Context: an optimization exercise on an open-source flow, tuned for small area and few clock cycles. The choices shown serve that exercise and are no tape-out recipe. In this exercise RTL edits were held to simulation tests only and were not proved equivalent to the original. No activity file was given, so power comes from the tool's default toggle rates.

File: design/flow/design.v
package image_window_pkg;
  localparam logic [3:0] CMD_WRITE    = 4'd0;
  localparam logic [3:0] CMD_UP       = 4'd1;
  localparam logic [3:0] CMD_DOWN     = 4'd2;
  localparam logic [3:0] CMD_LEFT     = 4'd3;
  localparam logic [3:0] CMD_RIGHT    = 4'd4;
  localparam logic [3:0] CMD_AVG      = 4'd5;
  localparam logic [3:0] CMD_MIRROR_X = 4'd6;
  localparam logic [3:0] CMD_MIRROR_Y = 4'd7;
  localparam logic [3:0] CMD_MAX      = 4'd8;
  localparam logic [3:0] CMD_MIN      = 4'd9;
  localparam logic [3:0] CMD_ROT_CW   = 4'd10;
  localparam logic [3:0] CMD_ROT_CCW  = 4'd11;
  localparam logic [3:0] CMD_ORIGIN   = 4'd12;
  typedef enum logic [1:0] {
    ST_LOAD  = 2'd0,
    ST_IDLE  = 2'd1,
    ST_EXEC  = 2'd2,
    ST_WRITE = 2'd3
  } state_e;
endpackage
import image_window_pkg::*;
module image_window_alu
#(
  parameter int DW = 8
) (
  input  logic [3:0]    op,
  input  logic          flip,    
  input  logic          ld,      
  input  logic [DW-1:0] rom,
  input  logic [DW-1:0] v00,
  input  logic [DW-1:0] v01,
  input  logic [DW-1:0] v10,
  input  logic [DW-1:0] v11,
  output logic [DW-1:0] n00,
  output logic [DW-1:0] n01,
  output logic [DW-1:0] n10,
  output logic [DW-1:0] n11
);
  function automatic logic gt(input logic [DW-1:0] a, input logic [DW-1:0] b);
    gt = 1'b0;
    for (int i = 0; i < DW; i++) gt = (a[i] & ~b[i]) | (~(a[i] ^ b[i]) & gt);
  endfunction
  logic [DW+1:0] sum_s, cs2_s;
  logic [DW-1:0] ss1_s;
  logic [DW:0]   cs1_s, ss2_s;
  logic [DW-1:0] avg_s, c0_s, c1_s, ext_s, red_s;
  logic          mn_s, cw_s, nbr_s, vd_s, vo_s;
  always_comb begin
    ss1_s  = v00 ^ v01 ^ v10;
    cs1_s  = {(v00 & v01) | (v00 & v10) | (v01 & v10), 1'b0};
    ss2_s  = {1'b0, ss1_s} ^ cs1_s ^ {1'b0, v11};
    cs2_s  = {({1'b0, ss1_s} & cs1_s) | ({1'b0, ss1_s} & {1'b0, v11}) | (cs1_s & {1'b0, v11}), 1'b0};
    sum_s = {1'b0, ss2_s} + cs2_s;
    avg_s = DW'(sum_s >> 2);
    mn_s  = (op == CMD_MIN);
    c0_s  = (gt(v00, v01) ^ mn_s) ? v00 : v01;
    c1_s  = (gt(v10, v11) ^ mn_s) ? v10 : v11;
    ext_s = (gt(c0_s, c1_s) ^ mn_s) ? c0_s : c1_s;
    red_s = ld ? rom : (op == CMD_AVG) ? avg_s : ext_s;
    cw_s  = (op == CMD_ROT_CW) ^ flip;
    nbr_s = !ld && (op == CMD_MIRROR_X || op == CMD_MIRROR_Y || op == CMD_ROT_CW || op == CMD_ROT_CCW);
    vd_s  = (op == CMD_MIRROR_X) || (op[3] && cw_s);
    vo_s  = (op == CMD_MIRROR_X) || (op[3] && !cw_s);
  end
  logic sr_s, sdv_s, sdh_s, sov_s, soh_s;
  assign sr_s  = !nbr_s;
  assign sdv_s = nbr_s && vd_s;
  assign sdh_s = nbr_s && !vd_s;
  assign sov_s = nbr_s && vo_s;
  assign soh_s = nbr_s && !vo_s;
  assign n00 = ({DW{sr_s}} & red_s) | ({DW{sdv_s}} & v10) | ({DW{sdh_s}} & v01);
  assign n11 = ({DW{sr_s}} & red_s) | ({DW{sdv_s}} & v01) | ({DW{sdh_s}} & v10);
  assign n01 = ({DW{sr_s}} & red_s) | ({DW{sov_s}} & v11) | ({DW{soh_s}} & v00);
  assign n10 = ({DW{sr_s}} & red_s) | ({DW{sov_s}} & v00) | ({DW{soh_s}} & v11);
endmodule
import image_window_pkg::*;
module image_window_ctrl
#(
  parameter int IMG_W = 8,
  parameter int IMG_H = 8,
  parameter int DW    = 8
) (
  input  logic                          clk,
  input  logic                          reset,
  input  logic [3:0]                    cmd,
  input  logic                          cmd_valid,
  output logic                          busy,
  output logic                          done,
  output logic                          rom_rd,
  output logic [$clog2(IMG_W*IMG_H)-1:0] rom_addr,
  input  logic [DW-1:0]                 rom_data,
  output logic                          ram_we,
  output logic [$clog2(IMG_W*IMG_H)-1:0] ram_addr,
  output logic [DW-1:0]                 ram_wdata
);
  localparam logic [2:0] X_HOME = 3'(IMG_W / 2 - 1);
  localparam logic [2:0] Y_HOME = 3'(IMG_H / 2 - 1);
  localparam logic [2:0] X_MAX  = 3'(IMG_W - 2);
  localparam logic [2:0] Y_MAX  = 3'(IMG_H - 2);
  localparam logic [5:0] S_LAST = 6'd32;    
  logic [5:0]    s_r, s_nxt_s;
  logic          busy_r, done_r, ld_r, cap_r;
  logic [2:0]    x_r, y_r;
  logic [2:0]    vx_s, vy_s;
  logic [1:0]    ri_s [2];
  logic [1:0]    ci_s [2];
  logic [DW-1:0] v_s [2][2];
  logic [DW-1:0] n_s [2][2];
  logic          acc_s, op_wr_s, ld_end_s, rd_s, wr_s;
  assign s_nxt_s = {s_r[4:0], s_r[5] ^ s_r[4] ^ (s_r[4:0] == 5'd0)};
  assign acc_s   = cmd_valid && !busy_r;
  assign rd_s    = busy_r && ld_r && !(cap_r && s_r == 6'd0);
  assign ld_end_s = busy_r && ld_r && cap_r && s_r == 6'd0;
  assign wr_s    = busy_r && !ld_r;
  always_comb begin
    case (cmd)
      CMD_AVG, CMD_MIRROR_X, CMD_MIRROR_Y, CMD_MAX, CMD_MIN, CMD_ROT_CW, CMD_ROT_CCW:
               op_wr_s = 1'b1;
      default: op_wr_s = 1'b0;
    endcase
  end
  assign vx_s = busy_r ? s_r[2:0] : x_r;
  assign vy_s = busy_r ? s_r[5:3] : y_r;
  assign ci_s[1] = vx_s[2:1];
  assign ci_s[0] = vx_s[2:1] + 2'(vx_s[0]);
  assign ri_s[1] = vy_s[2:1];
  assign ri_s[0] = vy_s[2:1] + 2'(vy_s[0]);
  for (genvar py = 0; py < 2; py++) begin : g_py
    for (genvar px = 0; px < 2; px++) begin : g_px
      logic          bank_we_s;
      logic [3:0]    idx_s;
      logic [DW-1:0] mem_r [16];
      assign idx_s = {ri_s[py], ci_s[px]};
      assign v_s[py][px] = mem_r[idx_s];
      assign bank_we_s = busy_r ? (ld_r && cap_r && s_r[3] == 1'(py) && s_r[0] == 1'(px))
                                : (cmd_valid && op_wr_s);
      for (genvar e = 0; e < 16; e++) begin : g_e
        always_ff @(posedge clk) begin
          if (bank_we_s && idx_s == 4'(e)) mem_r[e] <= n_s[py][px];
        end
      end
    end
  end
  image_window_alu #(.DW(DW)) u_alu (
    .op   (cmd),
    .flip (x_r[0] ^ y_r[0]),
    .ld   (busy_r),
    .rom  (rom_data),
    .v00  (v_s[0][0]),
    .v01  (v_s[0][1]),
    .v10  (v_s[1][0]),
    .v11  (v_s[1][1]),
    .n00  (n_s[0][0]),
    .n01  (n_s[0][1]),
    .n10  (n_s[1][0]),
    .n11  (n_s[1][1])
  );
  always_ff @(posedge clk or posedge reset) begin
    if (reset) begin
      s_r    <= 6'd0;
      busy_r <= 1'b1;
      done_r <= 1'b0;
      ld_r   <= 1'b1;
      cap_r  <= 1'b0;
      x_r    <= X_HOME;
      y_r    <= Y_HOME;
    end else begin
      cap_r <= 1'b1;
      if (rd_s || wr_s) s_r <= s_nxt_s;
      if (ld_end_s) begin
        ld_r   <= 1'b0;
        busy_r <= 1'b0;
      end
      if (wr_s && s_r == S_LAST) begin
        busy_r <= 1'b0;
        done_r <= 1'b1;
      end
      if (acc_s) begin
        done_r <= 1'b0;
        case (cmd)
          CMD_WRITE:  busy_r <= 1'b1;
          CMD_UP:     if (y_r != 3'd0) y_r <= y_r - 3'd1;
          CMD_DOWN:   if (y_r < Y_MAX) y_r <= y_r + 3'd1;
          CMD_LEFT:   if (x_r != 3'd0) x_r <= x_r - 3'd1;
          CMD_RIGHT:  if (x_r < X_MAX) x_r <= x_r + 3'd1;
          CMD_ORIGIN: begin x_r <= X_HOME; y_r <= Y_HOME; end
          default:    ;
        endcase
      end
    end
  end
  assign busy      = busy_r;
  assign done      = done_r;
  assign rom_rd    = rd_s;
  assign rom_addr  = s_nxt_s;
  assign ram_we    = wr_s;
  assign ram_addr  = s_r;
  assign ram_wdata = v_s[s_r[3]][s_r[0]];
endmodule
File: design/flow/flow/run.sh
#!/bin/bash
# Own layout flow: the standard ORFS flow (standard.sh) with three changes:
#  - synthesis maps with an area-oriented ABC script (flow/abc_area.script) and without
#    Yosys's full-adder extraction, so ABC sees the adders and comparators as plain logic;
#  - port buffers are the smallest buffer cell;
#  - the clock tree uses small clock buffers, sink clusters of up to 15 registers and no
#    dummy loads.
# Registers, their names and cell types are those of the standard synthesis (dfflibmap runs
# before ABC and is unchanged). Each step's output goes to its own log here.
set -euo pipefail
W=$(pwd)
S=$W/scripts_local
rm -rf "$S"
mkdir -p "$S"
cp -r "$FLOW_HOME/scripts/." "$S/"
cp "$W/flow/abc_area.script" "$S/abc_area.script"
VARS=(
  "SCRIPTS_DIR=$S"
  "ADDER_MAP_FILE="
  "BUFFER_PORTS_ARGS=-buffer_cell sky130_fd_sc_hd__buf_1"
  "CTS_ARGS=-sink_clustering_enable -repair_clock_nets -dont_use_dummy_load -buf_list sky130_fd_sc_hd__clkbuf_8 -sink_clustering_size 15 -sink_clustering_max_diameter 80 -root_buf sky130_fd_sc_hd__clkbuf_4 -tree_buf sky130_fd_sc_hd__clkbuf_4"
)
bash standard.sh "${VARS[@]}" synth > "$W/log_synth.txt" 2>&1
bash standard.sh "${VARS[@]}" floorplan > "$W/log_floorplan.txt" 2>&1
bash standard.sh "${VARS[@]}" place > "$W/log_place.txt" 2>&1
bash standard.sh "${VARS[@]}" cts > "$W/log_cts.txt" 2>&1
bash standard.sh "${VARS[@]}" finish > "$W/log_finish.txt" 2>&1
test -s "$W/out/final.def"
File: design/flow/flow/abc_area.script
strash
dc2
&get -n
&dch -f
&nf -R 1000
&put
File: design/flow/standard.sh
#!/bin/bash
# synth_recipe.tcl (not shown) runs the flow's synth.tcl, then flattens the netlist and writes it again
# the make line also repeats each setting of config.mk as NAME=value (left out here)
make -C /OpenROAD-flow-scripts/flow DESIGN_CONFIG=/design/flow/config.mk WORK_HOME=/design/flow/orfs CLKGATE_MAP_FILE= SYNTH_SCRIPT=/design/flow/synth_recipe.tcl "${@:-finish}"
File: design/flow/config.mk
export PLATFORM = sky130hd
export DESIGN_NAME = image_window_ctrl
export DESIGN_NICKNAME = image_window_ctrl
export VERILOG_FILES = /design/flow/design.v
export SDC_FILE = /design/flow/constraint.sdc
export NUM_CORES = 4
export LEC_CHECK = 0
export ABC_AREA = 1
export CAP_MARGIN = 10
export CORE_MARGIN = 2
export CORE_UTILIZATION = 65
export GPL_TIMING_DRIVEN = 0
export PLACE_DENSITY = 0.8
export SLEW_MARGIN = 5
File: design/flow/constraint.sdc
create_clock -name core_clock -period 12.0 [get_ports {clk}]
set_input_delay 2.4000 -clock core_clock [delete_from_list [all_inputs] [get_ports {clk}]]
set_output_delay 2.4000 -clock core_clock [all_outputs]
set_load 0.01 [all_outputs]
==> flow_summary.toml <==
[outcome]
status = "finished clean"

[detailed_routing]
wl_per_cell_um = 27.8
routed_wl_mm = 55.2
first_pass_iters = 8
num_vias = 14335
postRouteAntennaNets = 0
drt_iter0_drc = 2711
drt-vias-per-instance = 7.21
route.detailed.drc = 0

[floorplan]
ioPinCount = 39
die_w_um = 185
dieHeight_um = 185
core_area_um2 = 32500
dieArea_um2 = 34400
rows = 66
start_util = 0.660

[clock_network]
post_cts_buffers = 0
post_cts_resized = 2
cts_buffer_depth = 3
cts_buffers = 41
holdBufCountCts = 0
clk_latency_ps = 720
cts_sinks = 528
cts_tree = "done"
clock-root-buffer = "clkbuf_4"
cts_max_level = 2
path_clk_slew_ps = 90

[logic_synthesis]
netlist_instances = 1430
netlist_area_um2 = 21400
ys_types = 46
synth_area_leader_cell = "edfxtp_1"
synth.most_common_cell = "edfxtp_1"
synth_seq_cells = 528
synth.area.top_cells = "edfxtp_1 (72%), a222oi_1 (3.9%), nor2_1 (2.6%)"
yosys_most_used_dff = "edfxtp_1"
synth-seq-area-share = 0.737
synth_edf_count = 512
async_flop_share = 0.0303
synth.avg_cell_area_um2 = 15.0
yosysWarnings = 17
synth_top_area_share = 0.718
ys_top_cells_by_count = "edfxtp_1 (512), nor2_1 (146), nand2_1 (118)"
synth_fp_nets = 1445

[final_layout]
instances_no_fill = 1987
area_growth_syn_to_layout_pct = 7.60
final_net_count = 1561
design_area_um2 = 23000
fillers = 2151
drive_gt1_frac = 0.0810
fin_util = 0.710

[pwr]
comb_power_share = 0.019
p_sw_frac = 0.195
intPower_mw = 2.31
p_clk_frac = 0.278
ir_drop_uv = 110
seqPwrFrac = 0.703
p_switching_uw = 561
p_leak_nw = 7.05
power.density_nw_per_um2 = 125

[critical_path]
crit_arrival_ps = 11840
r2r-start = "busy_r"
reg2reg_depth = 32
cp-end-kind = "register"
crit_path_top_delay_cell = "dfstp_2"
cp_max_fo = 26
path_class = "register to register"
r2r_setup_slack_ps = 430
critPathMaxStageDelay_ps = 920
rr_endpoint = "g_py[0].g_px[0].mem_r[4][5]"
critPathLaunchType = "register"
worstPathRequired_ps = 12270
cpMostUsedCell = "maj3_1"

[global_routing]
antenna_found_initial = 2
grtUsageTotal = 0.322
grt_pass1_wl_mm = 81.3
grt_max_degree = 27
grt_pass1_vias = 13367
grt-ovfl-total = 0

[job]
drv_cap = 0

[timing]
finalSetupTns_ps = 0
slew_viol_final = 0
max_slew_margin = 0.182
min_period_ps = 11570
clock.fmax_mhz = 86.4
worst_slack_ps = 429
tightest_slew_ps = 1220
setup_viol = 0
skew_ps = 66.2
hold_viol = 0
period_share = 0.964

[hold_path]
holdPathEnd = "ld_r"
worstHoldPathCells = 1
hold_start = "ld_r"
hold_path.class = "register to register"

[place]
pre_cts_slack_ps = -393
numPortBuffers = 38
place_area_um2 = 22300
gp_congestion = 0.970
post-place-cells = 1930
dp_hpwl_mm = 37.1
==> cells in the final DEF, fill, tap and decap left out, drive strengths merged, types with 12 or more instances in the layout <==
master / count
xor2: 12
nand2: 118
clkinv: 27
a222oi: 83
nor2: 146
edfxtp: 512
a221o: 22
maj3: 22
o21ai: 36
clkbuf: 43
a21oi: 59
a22o: 17
nand3: 23
xnor2: 41
o22a: 16
buf: 76
nand4: 25
nor3: 69
a221oi: 38
a22oi: 60
==> area by class of cell <==
| class | count | area (um2) | share of cell area |
|---|---|---|---|
| Sequential cell | 528 | 15800 | 0.685 |
| Tap cell | 442 | 553 | 0.0240 |
| Antenna cell | 1 | 2.50 | 0.000109 |
| Multi-Input combinational cell | 869 | 5660 | 0.246 |
| Buffer | 5 | 37.5 | 0.00163 |
| Inverter | 28 | 109 | 0.00473 |
| Clock buffer | 41 | 533 | 0.0231 |
| Timing Repair Buffer | 73 | 358 | 0.0155 |
==> flip-flops by register name, summed over array words and instances, names as in the netlist <==
signal / flops
g_py.g_px.mem_r: 512
s_r: 6
x_r: 3
busy_r: 1
y_r: 3
ld_r: 1
done_r: 1
cap_r: 1
==> metal layers <==
layer,part of all wire,GRT usage,up-vias,routed length (um)
met5,0.00025,0,-,14
met1,0.36,0.452,6957,20100
li1,-,-,6114,-
met3,0.12,0.0487,175,6450
met4,0.042,0.110,2,2310
met2,0.48,0.526,1087,26400
==> power groups by stage <==
| stage | Sequential (mW) | Clock, mW | Combinational, mW |
|---|---|---|---|
| floorplan | 2.06 | 0 | 0.0287 |
| global placement | 2.06 | 0 | 0.0496 |
| detailed placement | 2.06 | 0 | 0.0533 |
| CTS | 2.02 | 0.804 | 0.0536 |
| global route | 2.02 | 0.859 | 0.0586 |
| finish | 2.02 | 0.799 | 0.0554 |
==> critical path: cells and delay by family (launching register included) <==
| kind | cells | cell delay, ps |
|---|---|---|
| DFF | 1 | 920 |
| adders and majority gates | 6 | 2280 |
| and+or+nand+nor | 8 | 2360 |
| buffers and inverters | 1 | 560 |
| AOI/OAI and AO/OA | 14 | 3850 |
| xor gates and xnor gates | 2 | 900 |
| muxes | 1 | 220 |
==> how the worst max path moves through the flow <==
stage / from / end / slack [ps] / cells past startpoint
final: busy_r / g_py[0].g_px[0].mem_r[4][5] / 430 / 32
after global routing: busy_r / g_py[0].g_px[0].mem_r[8][5] / -1 / 32
after CTS: busy_r / g_py[0].g_px[0].mem_r[3][5] / 180 / 31
after detailed placement: busy_r / g_py[0].g_px[0].mem_r[7][5] / -390 / 32
after global placement: busy_r / g_py[0].g_px[0].mem_r[15][4] / -550 / 33
after floorplan: busy_r / g_py[0].g_px[1].mem_r[0][2] / 2650 / 33
==> stage by stage <==
stage / hold slack (ps) / total power [mW]
floorplan: 453 / 2.09
global placement: 465 / 2.11
detailed placement: 467 / 2.11
CTS: 481 / 2.88
global route: 496 / 2.94
finish: 484 / 2.87
==> cell families after synthesis <==
family,synth area share
compound gates,0.137
simple gates,0.0841
buf+inv,0.00666
flops,0.737
other cells,0.000175
fa+ha+maj,0.0103
mux,0.00333
xor+xnor,0.0217
Testbench counts, summed over its fixed seeds: cycles 3,880.

## port drivers added, routing unchanged
How much do the figures lean on ideal ports? The routed layout below was timed once more, with nothing changed but the port constraints.
Step 1 assumes that a clkbuf_16 drives the clock port and a buf_2 every other input.
Step 2 times the ports against the registers' clock, not the clock port: input delays grow and output delays shrink by t, the midpoint of the rising clock arrivals with the driver on.
a / b / c = ideal ports / drivers / drivers and shift; a / b = the first two.
t (ns): 0.740
setup slack, ns: 0.429 / 0.429 / 0.429
worst register clock-pin slew, ns: 0.10 / 0.10
After both steps this run still meets setup and hold. For this run, drivers alone change the setup slack by 0.000 ns; drivers and shift together by 0.000 ns.
